Context: an optimization exercise on an open-source flow, tuned for small area, a short achievable clock period and few clock cycles per item. The choices shown serve that exercise and are no tape-out recipe. The RTL was checked by simulation tests, not by an equivalence proof against the original design.

[flow/run.sh]
#!/bin/bash
# synth_recipe.tcl (not shown) runs the flow's synth.tcl, then flattens the netlist and writes it again
# the make line also repeats each setting of config.mk as NAME=value (left out here)
make -C /OpenROAD-flow-scripts/flow DESIGN_CONFIG=/design/flow/config.mk WORK_HOME=/design/flow/orfs CLKGATE_MAP_FILE= SYNTH_SCRIPT=/design/flow/synth_recipe.tcl finish
[flow/config.mk]
export PLATFORM = sky130hd
export DESIGN_NAME = extension_fri_fold
export DESIGN_NICKNAME = extension_fri_fold
export VERILOG_FILES = /design/flow/design.v
export SDC_FILE = /design/flow/constraint.sdc
export NUM_CORES = 4
export LEC_CHECK = 0
export CAP_MARGIN = 20
export CORE_MARGIN = 2
export CORE_UTILIZATION = 40
export SLEW_MARGIN = 20
[flow/constraint.sdc]
create_clock -name core_clock -period 11.0 [get_ports {clock}]
set_input_delay 2.2000 -clock core_clock [delete_from_list [all_inputs] [get_ports {clock}]]
set_output_delay 2.2000 -clock core_clock [all_outputs]
set_load 0.01 [all_outputs]
[flow/design.v]
`timescale 1ns / 1ps
module extension_fri_fold (
   input  wire          clock,
   input  wire          reset,
   input  wire          csr_we,
   input  wire [1:0]    csr_index,
   input  wire [30:0]   csr_wdata,
   input  wire          req_tvalid,
   output wire          req_tready,
   input  wire [127:0]  req_tdata,   
   output wire          rsp_tvalid,
   input  wire          rsp_tready,
   output wire [127:0]  rsp_tdata    
);
   localparam [30:0] PRIME      = 31'd2013265921;
   localparam [31:0] MONT_NINV  = 32'h77ffffff;
   localparam [30:0] MONT_ONE   = 31'd268435454;
   localparam [30:0] MONT_NEG11 = 31'd1073741848;
   localparam FIELD_W = 31;
   localparam ELEM_W  = 4 * FIELD_W;
   localparam FOLD    = 16;
   localparam SLOT_W  = 4;           
   localparam TBL_DEPTH = 16;        
   localparam [1:0] REG_MIX_C0 = 2'd0;
   localparam [1:0] REG_MIX_C1 = 2'd1;
   localparam [1:0] REG_MIX_C2 = 2'd2;
   localparam [1:0] REG_MIX_C3 = 2'd3;
   localparam [2:0] STEP_FOLD = 3'd4;
   localparam [2:0] ST_IDLE       = 3'd0;
   localparam [2:0] ST_BUILD_INIT = 3'd1;
   localparam [2:0] ST_MUL        = 3'd2;
   localparam [2:0] ST_BUILD_WR   = 3'd3;
   localparam [2:0] ST_READ       = 3'd4;
   localparam [2:0] ST_LOAD       = 3'd5;
   localparam [2:0] ST_ACCUM      = 3'd6;
   localparam [2:0] PH_MUL = 3'd0;
   localparam [2:0] PH_QUO = 3'd1;
   localparam [2:0] PH_QP  = 3'd2;
   localparam [2:0] PH_RED = 3'd3;
   localparam [2:0] PH_ACC = 3'd4;
   localparam [ELEM_W-1:0] ONE_ELEM = {{(3 * FIELD_W){1'b0}}, MONT_ONE};
   function [FIELD_W-1:0] madd;
      input [FIELD_W-1:0] x;
      input [FIELD_W-1:0] y;
      reg   [FIELD_W:0]   s;
      begin
         s = {1'b0, x} + {1'b0, y};
         if (s >= {1'b0, PRIME}) begin
            s = s - {1'b0, PRIME};
         end
         madd = s[FIELD_W-1:0];
      end
   endfunction
   reg  [2:0]          state_ff, state_in;
   reg                 stale_ff, stale_in;
   reg                 building_ff, building_in;
   reg  [SLOT_W-1:0]   slot_ff, slot_in;
   reg  [SLOT_W-1:0]   idx_ff, idx_in;
   reg                 rsp_valid_ff, rsp_valid_in;
   reg  [1:0]          n_ff, n_in;
   reg  [2:0]          i_ff, i_in;
   reg  [2:0]          ph_ff, ph_in;
   reg  [ELEM_W-1:0]   mix_ff, mix_in;
   reg  [ELEM_W-1:0]   a_ff, a_in;
   reg  [ELEM_W-1:0]   b_ff, b_in;
   reg  [ELEM_W-1:0]   r_ff, r_in;
   reg  [ELEM_W-1:0]   val_ff, val_in;
   reg  [ELEM_W-1:0]   acc_ff, acc_in;
   reg  [ELEM_W-1:0]   rsp_data_ff, rsp_data_in;
   reg  [FIELD_W-1:0]  low_ff, low_in;
   reg  [FIELD_W-1:0]  high_ff, high_in;
   reg  [61:0]         prod_ff;
   wire [61:0]         prod_in;
   reg  [31:0]         q_ff;
   wire [31:0]         q_in;
   reg                 carry_ff;
   wire                carry_in;
   reg  [62:0]         qp_ff;
   wire [62:0]         qp_in;
   reg  [FIELD_W-1:0]  mres_ff;
   wire [FIELD_W-1:0]  mres_in;
   reg  [ELEM_W-1:0]   power_mem [0:TBL_DEPTH-1];
   reg  [ELEM_W-1:0]   rd_ff;
   reg                 mem_we;
   reg  [SLOT_W-1:0]   mem_waddr;
   reg  [ELEM_W-1:0]   mem_wdata;
   wire [SLOT_W-1:0]   rd_addr;
   wire [1:0]          step_idx;
   wire [1:0]          b_idx;
   wire [FIELD_W-1:0]  mul_a;
   wire [FIELD_W-1:0]  mul_b;
   wire [31:0]         red_sum;
   wire [31:0]         red_sub;
   wire                last_slot;
   wire                out_free;
   wire [ELEM_W-1:0]   sum_elem;
   wire [FIELD_W-1:0]  r_fold;
   wire [FIELD_W-1:0]  acc_part;
   assign req_tready = (state_ff == ST_IDLE);
   assign rsp_tvalid = rsp_valid_ff;
   assign rsp_tdata  = {4'b0000, rsp_data_ff};
   assign last_slot = (slot_ff == FOLD - 1);
   assign out_free  = !rsp_valid_ff || rsp_tready;
   assign step_idx = i_ff[1:0];
   assign b_idx    = n_ff - step_idx;
   assign mul_a    = (i_ff == STEP_FOLD) ? MONT_NEG11 : a_ff[step_idx * FIELD_W +: FIELD_W];
   assign mul_b    = (i_ff == STEP_FOLD) ? high_ff : b_ff[b_idx * FIELD_W +: FIELD_W];
   assign rd_addr = {slot_ff[0], slot_ff[1], slot_ff[2], slot_ff[3]};
   genvar gk;
   generate
      for (gk = 0; gk < 4; gk = gk + 1) begin : g_sum
         assign sum_elem[gk * FIELD_W +: FIELD_W] =
            madd(acc_ff[gk * FIELD_W +: FIELD_W], r_ff[gk * FIELD_W +: FIELD_W]);
      end
   endgenerate
   assign prod_in  = {31'd0, mul_a} * {31'd0, mul_b};
   assign q_in     = prod_ff[31:0] * MONT_NINV;
   assign carry_in = |prod_ff[31:0];
   assign qp_in    = {31'd0, q_ff} * {32'd0, PRIME};
   assign red_sum  = {2'b00, prod_ff[61:32]} + {1'b0, qp_ff[62:32]} + {31'd0, carry_ff};
   assign red_sub  = red_sum - {1'b0, PRIME};
   assign mres_in  = (red_sum >= {1'b0, PRIME}) ? red_sub[30:0] : red_sum[30:0];
   assign r_fold   = madd(low_ff, mres_ff);
   assign acc_part = (step_idx <= n_ff) ? low_ff : high_ff;
   always @(*) begin
      state_in     = state_ff;
      stale_in     = stale_ff;
      building_in  = building_ff;
      slot_in      = slot_ff;
      idx_in       = idx_ff;
      rsp_valid_in = rsp_valid_ff;
      n_in         = n_ff;
      i_in         = i_ff;
      ph_in        = ph_ff;
      mix_in       = mix_ff;
      a_in         = a_ff;
      b_in         = b_ff;
      r_in         = r_ff;
      val_in       = val_ff;
      acc_in       = acc_ff;
      rsp_data_in  = rsp_data_ff;
      low_in       = low_ff;
      high_in      = high_ff;
      mem_we       = 1'b0;
      mem_waddr    = idx_ff;
      mem_wdata    = r_ff;
      if (rsp_valid_ff && rsp_tready) begin
         rsp_valid_in = 1'b0;
      end
      if (csr_we) begin
         case (csr_index)
            REG_MIX_C0: mix_in[0 * FIELD_W +: FIELD_W] = csr_wdata;
            REG_MIX_C1: mix_in[1 * FIELD_W +: FIELD_W] = csr_wdata;
            REG_MIX_C2: mix_in[2 * FIELD_W +: FIELD_W] = csr_wdata;
            default:    mix_in[3 * FIELD_W +: FIELD_W] = csr_wdata;
         endcase
         stale_in = 1'b1;
      end
      case (state_ff)
         ST_IDLE: begin
            if (req_tvalid) begin
               val_in = req_tdata[ELEM_W-1:0];
               if (stale_ff && (slot_ff == {SLOT_W{1'b0}})) begin
                  state_in = ST_BUILD_INIT;
               end else begin
                  state_in = ST_READ;
               end
            end
         end
         ST_BUILD_INIT: begin
            mem_we      = 1'b1;
            mem_waddr   = {SLOT_W{1'b0}};
            mem_wdata   = ONE_ELEM;
            a_in        = ONE_ELEM;
            b_in        = mix_ff;
            idx_in      = 1;
            building_in = 1'b1;
            stale_in    = 1'b0;
            state_in    = ST_MUL;
         end
         ST_MUL: begin
            case (ph_ff)
               PH_MUL: ph_in = PH_QUO;
               PH_QUO: ph_in = PH_QP;
               PH_QP:  ph_in = PH_RED;
               PH_RED: ph_in = PH_ACC;
               PH_ACC: begin
                  ph_in = PH_MUL;
                  if (i_ff == STEP_FOLD) begin
                     r_in[n_ff * FIELD_W +: FIELD_W] = r_fold;
                     low_in  = {FIELD_W{1'b0}};
                     high_in = {FIELD_W{1'b0}};
                     i_in    = 3'd0;
                     n_in    = n_ff + 2'd1;
                     if (n_ff == 2'd3) begin
                        state_in = building_ff ? ST_BUILD_WR : ST_ACCUM;
                     end
                  end else begin
                     if (step_idx <= n_ff) begin
                        low_in = madd(acc_part, mres_ff);
                     end else begin
                        high_in = madd(acc_part, mres_ff);
                     end
                     i_in = i_ff + 3'd1;
                  end
               end
               default: ph_in = PH_MUL;
            endcase
         end
         ST_BUILD_WR: begin
            mem_we    = 1'b1;
            mem_waddr = idx_ff;
            mem_wdata = r_ff;
            a_in      = r_ff;
            if (idx_ff == TBL_DEPTH - 1) begin
               building_in = 1'b0;
               state_in    = ST_READ;
            end else begin
               idx_in   = idx_ff + 1'b1;
               state_in = ST_MUL;
            end
         end
         ST_READ: begin
            state_in = ST_LOAD;
         end
         ST_LOAD: begin
            a_in     = rd_ff;
            b_in     = val_ff;
            state_in = ST_MUL;
         end
         ST_ACCUM: begin
            if (!last_slot) begin
               acc_in   = sum_elem;
               slot_in  = slot_ff + 1'b1;
               state_in = ST_IDLE;
            end else if (out_free) begin
               rsp_data_in  = sum_elem;
               rsp_valid_in = 1'b1;
               acc_in       = {ELEM_W{1'b0}};
               slot_in      = {SLOT_W{1'b0}};
               state_in     = ST_IDLE;
            end
         end
         default: begin
            state_in = ST_IDLE;
         end
      endcase
   end
   always @(posedge clock) begin
      if (reset) begin
         state_ff     <= ST_IDLE;
         stale_ff     <= 1'b1;
         building_ff  <= 1'b0;
         slot_ff      <= {SLOT_W{1'b0}};
         idx_ff       <= {SLOT_W{1'b0}};
         rsp_valid_ff <= 1'b0;
         n_ff         <= 2'd0;
         i_ff         <= 3'd0;
         ph_ff        <= PH_MUL;
         mix_ff       <= ONE_ELEM;
         acc_ff       <= {ELEM_W{1'b0}};
         low_ff       <= {FIELD_W{1'b0}};
         high_ff      <= {FIELD_W{1'b0}};
      end else begin
         state_ff     <= state_in;
         stale_ff     <= stale_in;
         building_ff  <= building_in;
         slot_ff      <= slot_in;
         idx_ff       <= idx_in;
         rsp_valid_ff <= rsp_valid_in;
         n_ff         <= n_in;
         i_ff         <= i_in;
         ph_ff        <= ph_in;
         mix_ff       <= mix_in;
         acc_ff       <= acc_in;
         low_ff       <= low_in;
         high_ff      <= high_in;
      end
   end
   always @(posedge clock) begin
      a_ff        <= a_in;
      b_ff        <= b_in;
      r_ff        <= r_in;
      val_ff      <= val_in;
      rsp_data_ff <= rsp_data_in;
      prod_ff     <= prod_in;
      q_ff        <= q_in;
      carry_ff    <= carry_in;
      qp_ff       <= qp_in;
      mres_ff     <= mres_in;
   end
   always @(posedge clock) begin
      if (mem_we) begin
         power_mem[mem_waddr] <= mem_wdata;
      end
      rd_ff <= power_mem[rd_addr];
   end
endmodule
==> metrics.md <==
| Metric | Value |
|---|---|
| Run status | finished clean |
| Post-Syn Instances | 13400 |
| RD Place Congestion | approximately 0.96 |
| RR Startpoint | n_ff[0] |
| Clock transition at path regs | roughly 0.060 ns |
| Met2 Wirelength | 255000 um |
| Sequential area share after synthesis | 0.506 |
| Met1 Wirelength | 224000 um |
| Top cell by count, worst path | fa_1 |
| # hold bufs at CTS | 0 |
| WL/cell | 27.4 um |
| Initial Utilization | 0.402 |
| R2R Path End | prod_ff[60] |
| First-pass GRT wire length | 797000 um |
| H-tree lvl count | 5 |
| Worst rel slew slack | 0.181 |
| Nets | 16100 |
| Via Count | 113000 |
| Synth Area per Inst | approximately 13 um^2 |
| DP Worst Slack | 0.407 ns |
| Final Hold Viols | 0 |
| Slew Limit Fails | 0 |
| Total track usage | 0.241 |
| Top_reg_cell synth | edfxtp_1 |
| Number of distinct library cells after synthesis | 104 |
| Path depth of the worst reg2reg path | 33 |
| Crit path largest cell delay | 0.60 ns |
| YS warnings | 1 |
| IO Port Bufs | 287 |
| Initial antenna violation count | 33 |
| Hold path startpoint | mix_ff[79] |
| # rows | 245 |
| Number of synthesized flops with an enable pin | roughly 2600 |
| Final worst slack | roughly 0.38 ns |
| Setup crit start kind | flop |
| Routed Antenna Nets | 0 |
| WS Path Type | reg2reg |
| Yosys reg bits | approximately 3200 |
| R2R Setup Slk | 0.38 ns |
| 1st-iter DRT viols | approximately 12000 |
| TritonCTS buffer count | ~320 |
| Post-synthesis async set-or-reset flop share | 0 |
| Critical Path End Type | flop |
| CTS tree | done |
| Area Overhead vs Synth | 13.2% |
| # clock sinks | between 3000 and 4000 |
| Cell Area, Synth | 179000 um^2 |
| Skew final | 0.0697 ns |
| Min Clock Period, post-route | 10.62 ns |
| Bufs on Longest Clock Path | 4 |
| Vias in the first global route | approximately 110k |
| Period utilisation layout | 0.966 |
| CP max FO | 33 |
| CP Data Arrival Time | ~11 ns |
| Routed WL | roughly 550000 um |
| Hold path depth | 2 |
| Share of layout cells above drive strength 1 | 0.141 |
| Top Layer Used | met5 |
| Dpl hpwl | around 380000 um |
| Slowest-stage cell, CP | fa_1 |
| Vias/cell | 5.61 |
| Core footprint | 445000 um^2 |
| Die X | a little under 700 um |
| Die footprint | 453000 um^2 |
| Final Setup Violations | 0 |
| Die H | 673 um |
| Slew @ Worst Pin | 1.23 ns |
| RSZ-0062 raised after global routing | false |
| Hold EP | mix_ff[79] |
| Grt total ovfl | 0 |
| Setup TNS | 0 ns |
| Skew-Pair Late Insertion Delay | roughly 0.96 ns |
| Largest net degree at the start of global routing | 127 |
| # IOs | 296 |
| Data required, critical path | roughly 12 ns |
| # DRC | 0 |
| Root Buffer | clkbuf_16 |
| TritonRoute pass-1 iters | 9 |
| Routed met3 length | 44300 um |
| Hold Worst Slack | 0.450 ns |
| Hold Crit Class | reg2reg |
| Max_cap viols | 0 |
| Fmax | 94.2 MHz |
-- routing by layer --
layer  vias up  global-route usage
li1      48900                   -
met1     58300               0.326
met2      4752               0.381
met3       908              0.0428
met4        20               0.108
met5         -                   0
-- final cells by class --
class                           count  area (um^2)
Tap cell                         5928         7420
Multi-Input combinational cell   8212        81700
Clock buffer                      439         8940
Sequential cell                  3217        90500
Fill cell                       39400       243000
Inverter                         1359         5110
Antenna cell                       21         52.6
Timing Repair Buffer              798         7220
Clock inverter                    159         1730
-- flip-flops by register name, summed over array words and instances, names as in the netlist, 3 cells and up --
register,cells
ph_ff,3
a_ff,124
slot_ff,4
qp_ff,31
acc_ff,124
prod_ff,62
power_mem,1984
low_ff,31
b_ff,124
q_ff,32
mres_ff,31
idx_ff,4
val_ff,124
rsp_data_ff,124
rd_ff,124
mix_ff,124
high_ff,31
r_ff,124
i_ff,3
state_ff,3
-- Yosys cell counts (200+ instances only) --
cell / instances / area, um^2
fa_1: 1174 / 23500
o21ai_0: 403 / 2020
clkbuf_1: 534 / 2000
mux4_2: 642 / 14500
xnor2_1: 313 / 2740
a21oi_1: 408 / 2040
edfxtp_1: 2604 / 78200
dfxtp_1: 613 / 12300
nand2_1: 1240 / 4650
ha_1: 849 / 10600
inv_1: 1358 / 5100
nor2_1: 889 / 3340
a21o_1: 200 / 1500
-- worst max-delay path: cells and delay by family (launching register included) --
kind	cells	cell delay, ns
flops	1	0.33
xor+xnor	1	0.14
simple gates	2	0.35
mux	2	0.93
fa+ha+maj	11	5.14
buf+inv	7	1.10
compound gates	10	2.36
-- placed cells by master, fill, tap and decap left out, types with 286 or more instances in the layout --
master           netlist  routed
o21ai_0              403     393
buf_4                  5     471
nor2_1               889     869
edfxtp_1            2604    2604
a21oi_1              408     404
fa_1                1174    1173
clkdlybuf4s50_1        0     286
nand2_1             1240    1237
xnor2_1              313     305
mux4_2               642     642
ha_1                 849     847
clkbuf_16              0     329
dfxtp_1              613     607
inv_1               1358    1358
-- repair_timing --
item / CTS / global route
hold endpoints to repair: 0 / 0
buffers inserted: 0 / 0
gates resized for setup: 0 / 2
setup endpoints to repair: 0 / 4
-- worst max path at each step --
stage	from	end	slack, ns	cells after the start
6_report	n_ff[0]	prod_ff[60]	0.38	33
5_1_grt	n_ff[0]	prod_ff[60]	0.02	39
4_1_cts	n_ff[0]	prod_ff[60]	0.37	38
3_5_place_dp	n_ff[0]	prod_ff[60]	0.41	38
3_3_place_gp	n_ff[0]	prod_ff[60]	0.42	38
2_1_floorplan	state_ff[0]	power_mem[1][0]	-2.75	5
-- stage by stage --
| step | cells | instance area [um^2] | util |
|---|---|---|---|
| after CTS | 20100 | 202000 | 0.455 |
| after detailed placement | 19500 | 192000 | 0.431 |
| after global routing | 20100 | 203000 | 0.455 |
| after floorplan | 13400 | 179000 | - |
| final | 20100 | 203000 | 0.455 |
| after global placement | 19500 | 192000 | 0.431 |
-- kinds of logic after synthesis --
logic type / Yosys count / share of synthesized area
AOI/OAI and AO/OA: 1848 / 0.0685
adders and majority gates: 2023 / 0.191
buffers and inverters: 1974 / 0.0417
xor gates and xnor gates: 484 / 0.0237
muxes: 886 / 0.0957
other: 1 / 0.0000210
and+or+nand+nor: 2967 / 0.0742
DFF: 3217 / 0.506
Testbench counts, summed over its fixed seeds: cycles 368,136, elements 3,072.

-- port drivers added, routing unchanged --
Ports are ideal in the flow. The routed layout listed here was re-timed in OpenROAD.
Step 1 (the two cells are an assumption about what drives the block):
set clk [get_ports {clock}]
set_driving_cell -lib_cell sky130_fd_sc_hd__clkbuf_16 $clk
set_driving_cell -lib_cell sky130_fd_sc_hd__buf_2 [delete_from_list [all_inputs] $clk]
Step 2, shift: input delay + t, output delay - t, t = (earliest + latest rising clock arrival at the registers) / 2. This alone moves slack from input paths to output paths.
Three values: ideal ports, drivers, drivers and shift; two values: the first two.
shift t [ns]: 1.022
slack for setup (ns): 0.379 / 0.379 / 0.379
slew at the worst register clock pin (ns): 0.07 / 0.07
worst data-port slew with drivers (ns): 0.13
pins driven straight from the clock port: 1
After both steps setup and hold are still met in this run. For this run, drivers alone change the setup slack by 0.000 ns; drivers and shift together by 0.000 ns.
